Background: an optimization exercise with open tools, aiming at small area. Do not read the settings as production practice. RTL that was checked went through simulation tests only; none was proved equivalent to the original. Power is estimated from default activity; no workload was simulated.

before:
// pio_req_unit
module pio_req_unit (
   input  wire logic        clk,
   input  wire logic        rst,
   input  wire logic [3:0]  max_pio,
   input  wire logic        rd_vld,
   input  wire logic        wr_vld,
   input  wire logic [4:0]  req_thr_id,
   input  wire logic [1:0]  req_buf_id,
   input  wire logic [2:0]  req_size,
   input  wire logic [39:0] req_addr,
   input  wire logic [63:0] req_data,
   output logic             req_accepted,
   output logic             csr_wr,
   output logic [15:0]      csr_wr_addr,
   output logic [31:0]      csr_wr_data,
   output logic [15:0]      csr_rd_addr,
   output logic             csr_rd_ack,
   output logic [4:0]       csr_ack_thr,
   output logic [1:0]       csr_ack_buf,
   input  wire logic        pio_pop,
   input  wire logic        rd_done,
   output logic             pio_req,
   output logic             pio_data_vld,
   output logic             pio_out_rw,
   output logic [1:0]       pio_out_dest,
   output logic [15:0]      pio_out_be,
   output logic [63:0]      pio_out_ad,
   output logic [4:0]       pio_out_thr_id,
   output logic [1:0]       pio_out_buf_id
);
   logic st_hdr;     
   logic st_data;    
   logic idle;
   logic req_vld;
   logic csr_hit;
   logic q_full;
   logic take;
   assign idle    = ~st_hdr & ~st_data;
   assign req_vld = rd_vld | wr_vld;
   assign csr_hit = req_addr[39:24] == 16'h8000;
   assign take    = idle & req_vld & ~csr_hit & ~q_full;
   always_ff @(posedge clk) begin
  ...
Settings: LEC_CHECK=0, CAP_MARGIN=20, CORE_MARGIN=2, CORE_UTILIZATION=40, SLEW_MARGIN=20, SYNTH_HIERARCHICAL=1; clock period 5.0 ns.
standard.sh (not shown) runs the stock make flow with config.mk's settings and CLKGATE_MAP_FILE= SYNTH_SCRIPT=/design/flow/synth_recipe.tcl, a recipe that flattens the netlist after the stock synthesis.
==> flow/flow/run.sh <==
#!/bin/bash
# Standard layout with three changes: combinational cells start at their
# smallest drive strength after floorplan (repair then upsizes where timing,
# slew or load needs it), ports are buffered with buf_1, and CTS inserts no
# dummy loads.
set -e
F=$(cd "$(dirname "${BASH_SOURCE[0]}")" && pwd)
export POST_FLOORPLAN_TCL=$F/downsize.tcl
export BUFFER_PORTS_ARGS="-buffer_cell sky130_fd_sc_hd__buf_1"
export CTS_ARGS="-sink_clustering_enable -repair_clock_nets -dont_use_dummy_load"
cp standard.sh standard_sh.log
bash standard.sh > standard.log 2>&1
==> flow/flow/downsize.tcl <==
# Swap every cell to the smallest-area drive variant of the same function
# (same base name and pins); later repair upsizes where needed.
set db [ord::get_db]
set block [ord::get_db_block]
set dont_use {}
if { [info exists ::env(DONT_USE_CELLS)] } { set dont_use $::env(DONT_USE_CELLS) }
set variants [dict create]
foreach lib [$db getLibs] {
  foreach m [$lib getMasters] {
    set n [$m getName]
    if { [regexp {^(sky130_fd_sc_hd__[a-z0-9]+)_([0-9]+)$} $n -> base drv] } {
      if { [lsearch -exact $dont_use $n] >= 0 } { continue }
      if { [get_lib_cells -quiet */$n] eq "" } { continue }
      dict lappend variants $base $m
    }
  }
}
set swapped 0
set saved 0.0
foreach inst [$block getInsts] {
  set m [$inst getMaster]
  set n [$m getName]
  if { ![regexp {^(sky130_fd_sc_hd__[a-z0-9]+)_([0-9]+)$} $n -> base drv] } { continue }
  if { ![dict exists $variants $base] } { continue }
  set best $m
  set best_area [expr { [$m getWidth] * [$m getHeight] }]
  foreach c [dict get $variants $base] {
    set a [expr { [$c getWidth] * [$c getHeight] }]
    if { $a < $best_area } {
      set same 1
      set pins {}
      foreach t [$m getMTerms] { lappend pins [$t getName] }
      set cpins {}
      foreach t [$c getMTerms] { lappend cpins [$t getName] }
      if { [lsort $pins] ne [lsort $cpins] } { continue }
      set best $c
      set best_area $a
    }
  }
  if { $best ne $m } {
    set saved [expr { $saved + ([$m getWidth] * [$m getHeight] - $best_area) / 1e6 }]
    replace_cell [$inst getName] [$best getName]
    incr swapped
  }
}
puts "downsize: swapped $swapped cells, saved [format %.1f $saved] um2"
before finished all stages; layout check result: FAIL, due to negative setup slack.
The following lists how after was set up differently from before:
Settings: SETUP_SLACK_MARGIN: unset -> 0.15.
--- a/flow/flow/run.sh
+++ b/flow/flow/run.sh
@@ -10 +10 @@
-export CTS_ARGS="-sink_clustering_enable -repair_clock_nets -dont_use_dummy_load"
+export CTS_ARGS="-sink_clustering_enable -repair_clock_nets -dont_use_dummy_load -sink_clustering_size 30 -sink_clustering_max_diameter 80"
Notes after the runs:
after ran to completion and came out clean on the timing, DRC and antenna checks.
Worst hold slack delta (after − before): favourable
after vs before: share of the final layout cell area in sequential cells up in after
Setup WNS before -> after: better
before -> after: clock network power decreased by more than a quarter
Looking at number of non-clock buffers, after sits about 0.4% lower than before does.
Between after and before, total detailed-routing wirelength is lower for before, after comes in above that.
Looking at most common library cell in the layout ignoring fill and taps, the sky130_fd_sc_hd__dfxtp_1 result is from after; the sky130_fd_sc_hd__a21oi_1 one comes from before.
after vs before on met2 track demand over resource in global routing: after is the higher one.
Function was not checked in any run of this note: the RTL went through the layout flow alone.

* * *

pio_req_unit, a different RTL version from the one above (not shown whole).
For scale: ~3200 cells after synthesis, roughly 960 flip-flops, roughly 0.037 mm² of cells after synthesis.
clock: 5.0 ns
lec_check: 0
cap_margin: 20
core_margin: 2
core_utilization: 60
place_density: 0.75
setup_slack_margin: 0.15
slew_margin: 20
synth_hierarchical: 1
==> flow/flow/run.sh <==
#!/bin/bash
# Standard layout with three changes: combinational cells start at their
# smallest drive strength after floorplan (repair then upsizes where timing,
# slew or load needs it), ports are buffered with buf_1, and CTS inserts no
# dummy loads.
set -e
F=$(cd "$(dirname "${BASH_SOURCE[0]}")" && pwd)
export POST_FLOORPLAN_TCL=$F/downsize.tcl
export BUFFER_PORTS_ARGS="-buffer_cell sky130_fd_sc_hd__buf_1"
export CTS_ARGS="-sink_clustering_enable -repair_clock_nets -dont_use_dummy_load -sink_clustering_size 30 -sink_clustering_max_diameter 80"
cp standard.sh standard_sh.log
bash standard.sh > standard.log 2>&1
Scripts as last shown in full above: flow/flow/downsize.tcl
The starting point completed without violations.
Change:
--- a/flow/config.mk
+++ b/flow/config.mk
@@ -8,6 +8,5 @@
 export CAP_MARGIN = 20
 export CORE_MARGIN = 2
-export CORE_UTILIZATION = 60
-export PLACE_DENSITY = 0.75
+export CORE_UTILIZATION = 40
 export SETUP_SLACK_MARGIN = 0.15
 export SLEW_MARGIN = 20
Outcome: Global-route usage is lower by 8.0 points. Via count is lower by 2.3%. Core utilization is lower by 19 points. Cell count is higher by 11%. Final area is higher by 2.3%. Setup slack degrades by 49 ps. Wire length is higher by 9.2%. Total power is higher by 1.6%.

* * *

Setup of v6:
The RTL this note starts from:
==> flow/design.v <==
`default_nettype none
package pio_pkg;
   typedef struct packed {
      logic [5-1:0]  thr_id;
      logic [2-1:0]  buf_id;
      logic [3-1:0] size;
      logic [40-1:0] addr;
      logic [64-1:0] data;
   } ucb_req_t;
   typedef struct packed {
      logic [64-43-1:0] pad;
      logic [43-1:0]             map_addr;
   } pio_hdr_t;
   typedef union packed {
      pio_hdr_t                hdr;
      logic [64-1:0]  raw;
   } pio_payload_u;
   typedef struct packed {
      logic                   is_data;
      logic                   rw;         
      logic [1:0]             dest;
      logic [5-1:0]  thr_id;
      logic [2-1:0]  buf_id;
      logic [3-1:0] size;
      logic                   dword;      
      logic                   word_sel;   
      pio_payload_u           payload;
   } queue_word_t;
   typedef struct packed {
      logic                   rw;
      logic [1:0]             dest;
      logic [15:0]            be;
      logic [64-1:0] ad;
      logic [5-1:0]  thr_id;
      logic [2-1:0]  buf_id;
   } pio_out_t;
   typedef struct packed {
      logic [16-1:0] addr;
      logic [32-1:0]      data;
   } csr_wr_t;
endpackage
`default_nettype wire
`timescale 1ns/1ps
`default_nettype none
module pio_tnext (
   input  wire logic q,
   input  wire logic col,
   input  wire logic frc,
   output logic      d
);
   assign d = ~((col & frc) | q);
endmodule
`default_nettype wire
`timescale 1ns/1ps
`default_nettype none
module pio_rdmux #(
   parameter int N = 16
) (
   input  wire logic [N-1:0] sel,
   input  wire logic [N-1:0] din,
   output logic              dout
);
   assign dout = |(sel & din);
endmodule
`default_nettype wire
`timescale 1ns/1ps
`default_nettype none
module pio_req_unit (
   input  wire logic        clk,
   input  wire logic        rst,
   input  wire logic [3:0]  max_pio,
   input  wire logic        rd_vld,
   input  wire logic        wr_vld,
   input  wire logic [4:0]  req_thr_id,
   input  wire logic [1:0]  req_buf_id,
   input  wire logic [2:0]  req_size,
   input  wire logic [39:0] req_addr,
   input  wire logic [63:0] req_data,
   output logic             req_accepted,
   output logic             csr_wr,
   output logic [15:0]      csr_wr_addr,
   output logic [31:0]      csr_wr_data,
   output logic [15:0]      csr_rd_addr,
   output logic             csr_rd_ack,
   output logic [4:0]       csr_ack_thr,
   output logic [1:0]       csr_ack_buf,
   input  wire logic        pio_pop,
   input  wire logic        rd_done,
   output logic             pio_req,
   output logic             pio_data_vld,
   output logic             pio_out_rw,
   output logic [1:0]       pio_out_dest,
   output logic [15:0]      pio_out_be,
   output logic [63:0]      pio_out_ad,
   output logic [4:0]       pio_out_thr_id,
   output logic [1:0]       pio_out_buf_id
);
   logic st_hdr;     
   logic st_data;    
   logic idle;
   logic req_vld;
   logic csr_hit;
   logic q_full;
   logic take;
   assign idle    = ~st_hdr & ~st_data;
   assign req_vld = rd_vld | wr_vld;
   assign csr_hit = req_addr[39:24] == 16'h8000;
   assign take    = idle & req_vld & ~csr_hit & ~q_full;
   always_ff @(posedge clk) begin
      if (rst) begin
         st_hdr  <= 1'b0;
         st_data <= 1'b0;
      end else begin
         st_hdr  <= take;
         st_data <= st_hdr & wr_vld;
      end
   end
   assign req_accepted = (st_hdr & ~wr_vld) | st_data | (idle & req_vld & csr_hit);
   assign csr_wr      = idle & wr_vld & csr_hit;
   assign csr_rd_ack  = idle & rd_vld & csr_hit;
   assign csr_wr_addr = req_addr[15:0];
   assign csr_wr_data = req_data[31:0];
   assign csr_rd_addr = req_addr[15:0];
   assign csr_ack_thr = req_thr_id;
   assign csr_ack_buf = req_buf_id;
   logic        push;
   logic [3:0]  wptr;
   logic        push_d1;
   logic [4:0]  level;
   logic        head_vld;
   logic        pop;
   logic        ph;
   logic [50:0] hdr_word;
   logic [50:0] col [0:1];
   logic [15:0] frc;
   logic [50:0] mem [0:15];
   logic [50:0] hw;
   logic        f_cur;     
   logic        f_nxt;     
   assign push     = st_hdr | st_data;
   assign hdr_word = {req_size, req_buf_id, req_thr_id, ~wr_vld, req_addr};
   assign f_cur    = take | st_hdr | st_data;
   assign f_nxt    = st_hdr & wr_vld;
   always_comb begin
      for (int b = 0; b < 2; b++)
         col[b] = (((wptr[0] == b[0]) & ~st_data) ? hdr_word : req_data[50:0]) ^ {51{ph}};
      frc = '0;
      frc[wptr]        = f_cur;
      frc[wptr + 4'd1] = f_nxt;
   end
   logic [50:0] mem_d [0:15];
   for (genvar i = 0; i < 16; i++) begin : g_row
      for (genvar j = 0; j < 51; j++) begin : g_bit
         pio_tnext tnext (.q(mem[i][j]), .col(col[i % 2][j]), .frc(frc[i]), .d(mem_d[i][j]));
      end
   end
   always_ff @(posedge clk) begin
      for (int i = 0; i < 16; i++)
         mem[i] <= mem_d[i];
   end
   always_ff @(posedge clk) begin
      if (rst) begin
         wptr    <= '0;
         level   <= '0;
         push_d1 <= 1'b0;
         ph      <= 1'b0;
      end else begin
         if (push)
            wptr <= wptr + 1'b1;
         level   <= level + 5'(push) - 5'(pop);
         push_d1 <= push;
         ph      <= ~ph;
      end
   end
   logic [15:0]      rsel;
   logic [50:0]      hw_raw;
   always_ff @(posedge clk) begin
      if (rst)
         rsel <= 16'd1;
      else if (pop)
         rsel <= {rsel[14:0], rsel[15]};
   end
   for (genvar j = 0; j < 51; j++) begin : g_rd
      logic [15:0] bits;
      for (genvar i = 0; i < 16; i++)
         assign bits[i] = mem[i][j];
      pio_rdmux #(.N(16)) rdmux (.sel(rsel), .din(bits), .dout(hw_raw[j]));
   end
   assign hw = hw_raw ^ {51{ph}};
   assign head_vld = (level != 5'd0) & ~(push_d1 & (level == 5'd1));
   assign q_full   = level[4] | (level[3:0] == 4'hf);
   logic [2:0]      swptr;
   logic [2:0]      srptr;
   logic [12:0]     scol;
   logic            sfrc;
   logic [12:0]     smem [0:7];
   logic [7:0]      ssel;
   logic [12:0]     sw_raw;
   logic [12:0]     sw;
   assign scol = req_data[63:51] ^ {13{ph}};
   assign sfrc = f_nxt | st_data;
   logic [12:0] smem_d [0:7];
   logic [7:0]  sfrow;
   always_comb
      for (int i = 0; i < 8; i++)
         sfrow[i] = sfrc & (swptr == 3'(i));
   for (genvar i = 0; i < 8; i++) begin : g_srow
      for (genvar j = 0; j < 13; j++) begin : g_bit
         pio_tnext tnext (.q(smem[i][j]), .col(scol[j]), .frc(sfrow[i]), .d(smem_d[i][j]));
      end
   end
   always_ff @(posedge clk) begin
      for (int i = 0; i < 8; i++)
         smem[i] <= smem_d[i];
   end
   always_comb begin
      ssel = '0;
      ssel[srptr] = 1'b1;
   end
   for (genvar j = 0; j < 13; j++) begin : g_srd
      logic [7:0] bits;
      for (genvar i = 0; i < 8; i++)
         assign bits[i] = smem[i][j];
      pio_rdmux #(.N(8)) rdmux (.sel(ssel), .din(bits), .dout(sw_raw[j]));
   end
   assign sw = sw_raw ^ {13{ph}};
   logic       hd;         
   logic       h_rw;
   logic       stall_rd;
   logic       rd_inc;
   logic [4:0] pend_cnt;
   assign h_rw = hw[40];
   assign pop  = pio_pop & head_vld;
   always_ff @(posedge clk) begin
      if (rst) begin
         hd    <= 1'b0;
         swptr <= '0;
         srptr <= '0;
      end else begin
         if (pop)
            hd <= ~hd & ~h_rw;
         if (st_data)
            swptr <= swptr + 1'b1;
         if (pop & hd)
            srptr <= srptr + 1'b1;
      end
   end
   assign pio_data_vld = head_vld & hd;
   assign pio_req      = head_vld & ~hd & ~(h_rw & stall_rd);
   assign rd_inc   = pop & ~hd & h_rw;
   assign stall_rd = pend_cnt > {1'b0, max_pio};
   always_ff @(posedge clk) begin
      if (rst)
         pend_cnt <= '0;
      else if (rd_inc & ~rd_done)
         pend_cnt <= pend_cnt + 1'b1;
      else if (~rd_inc & rd_done & (pend_cnt != '0))
         pend_cnt <= pend_cnt - 1'b1;
   end
   logic [39:0] ha;
   logic        r_hi80;    
   logic        r_a;       
   logic        r_c;       
   logic [1:0]  dest;
   assign ha     = hw[39:0];
   assign r_hi80 = ha[39:32] == 8'h80;
   assign r_a    = r_hi80 & (ha[31:28] == 4'h0);
   assign r_c    = ~r_hi80;
   always_comb begin
      if (r_a)
         dest = (ha[27:24] == 4'hE) ? 2'd2 : (ha[27:24] == 4'hF) ? 2'd3 : 2'd1;
      else if (r_c)
         dest = (ha[39:38] == 2'b11) ? (ha[37] ? 2'd3 : 2'd2) : 2'd1;
      else
         dest = 2'd0;
   end
   logic [2:0]  h_size;
   logic [7:0]  pre_be;
   logic [7:0]  shift_be;
   assign h_size = hw[50:48];
   always_comb begin
      case (h_size)
         3'd0:    pre_be = 8'h01;
         3'd1:    pre_be = 8'h03;
         3'd2:    pre_be = 8'h0f;
         default: pre_be = 8'hff;
      endcase
   end
   assign shift_be = pre_be << ha[2:0];
   always_comb begin
      if (h_size == 3'd4)
         pio_out_be = 16'hffff;
      else if (ha[3])
         pio_out_be = {shift_be, 8'h00};
      else
         pio_out_be = {8'h00, shift_be};
   end
   assign pio_out_rw     = h_rw;
   assign pio_out_dest   = dest;
   assign pio_out_thr_id = hw[45:41];
   assign pio_out_buf_id = hw[47:46];
   assign pio_out_ad[31:0]  = hw[31:0];
   assign pio_out_ad[39:32] = hw[39:32] & {8{hd | r_c}};
   assign pio_out_ad[40]    = hd ? hw[40] : r_c;
   assign pio_out_ad[41]    = hd ? hw[41] : ~r_a;
   assign pio_out_ad[42]    = hd ? hw[42] : 1'b1;
   assign pio_out_ad[50:43] = hw[50:43] & {8{hd}};
   assign pio_out_ad[63:51] = sw & {13{hd}};
endmodule
`default_nettype wire
==> flow/config.mk <==
export PLATFORM = sky130hd
export DESIGN_NAME = pio_req_unit
export DESIGN_NICKNAME = pio_req_unit
export VERILOG_FILES = /design/flow/design.v
export SDC_FILE = /design/flow/constraint.sdc
export NUM_CORES = 4
export LEC_CHECK = 0
export CAP_MARGIN = 0
export CORE_MARGIN = 2
export CORE_UTILIZATION = 55
export SETUP_SLACK_MARGIN = 0.05
export SLEW_MARGIN = 0
export SYNTH_HIERARCHICAL = 1
==> flow/constraint.sdc <==
create_clock -name core_clock -period 5.0 [get_ports {clk}]
set_input_delay 1.0000 -clock core_clock [delete_from_list [all_inputs] [get_ports {clk}]]
set_output_delay 1.0000 -clock core_clock [all_outputs]
set_load 0.01 [all_outputs]
Scripts as last shown in full above: flow/flow/run.sh, flow/flow/downsize.tcl
#### Input delta (v7 over v6)
Settings: CAP_MARGIN: 0 -> 20; SLEW_MARGIN: 0 -> 20; SETUP_SLACK_MARGIN: 0.05 -> 0.15; CORE_UTILIZATION: 55 -> 40.
==> notes.md <==
- Relative to v6, the worst reg2reg path depth of v7 is higher by 7.
- Compared with v6, v7 shows post-route clock skew higher by 0.0090 ns.
- Compared with v6, in v7 area of placed instances saw an increase; die height moved up; clock network fraction of design power shows a reduction of 0.2 points.

## afterwards: timing with drivers on the ports
The results above use ideal ports. As a check the final layouts listed here were re-extracted and re-timed, cells and wires unchanged.
Step 1: set_driving_cell puts a clkbuf_16 on clk and a buf_2 on each other input, an assumption about the parent block.
Step 2 also shifts input and output timing later by t, the mid clock arrival at the registers, as if the neighbouring blocks saw the same clock.
Slacks: no drivers / after step 1 / after step 2; pairs: no drivers / after step 1.
run | shift t [ns] | setup WS [ns] | worst hold slack (ns) | worst slew at a driven data input, ns
before | 0.693 | -0.008 / -0.078 / 0.506 | 0.404 / 0.404 / 0.404 | 0.13
after | 0.667 | 0.045 / -0.030 / 0.516 | 0.411 / 0.411 / 0.411 | 0.09
the first run of note 2 | 0.649 | 0.324 / 0.261 / 0.892 | 0.410 / 0.410 / 0.410 | 0.07
the second run of note 2 | 0.656 | 0.275 / 0.203 / 0.859 | 0.405 / 0.405 / 0.405 | 0.12
v6 | 0.666 | 0.169 / 0.102 / 0.762 | 0.409 / 0.409 / 0.409 | 0.08
v7 | 0.663 | 0.352 / 0.281 / 0.940 | 0.407 / 0.407 / 0.407 | 0.12
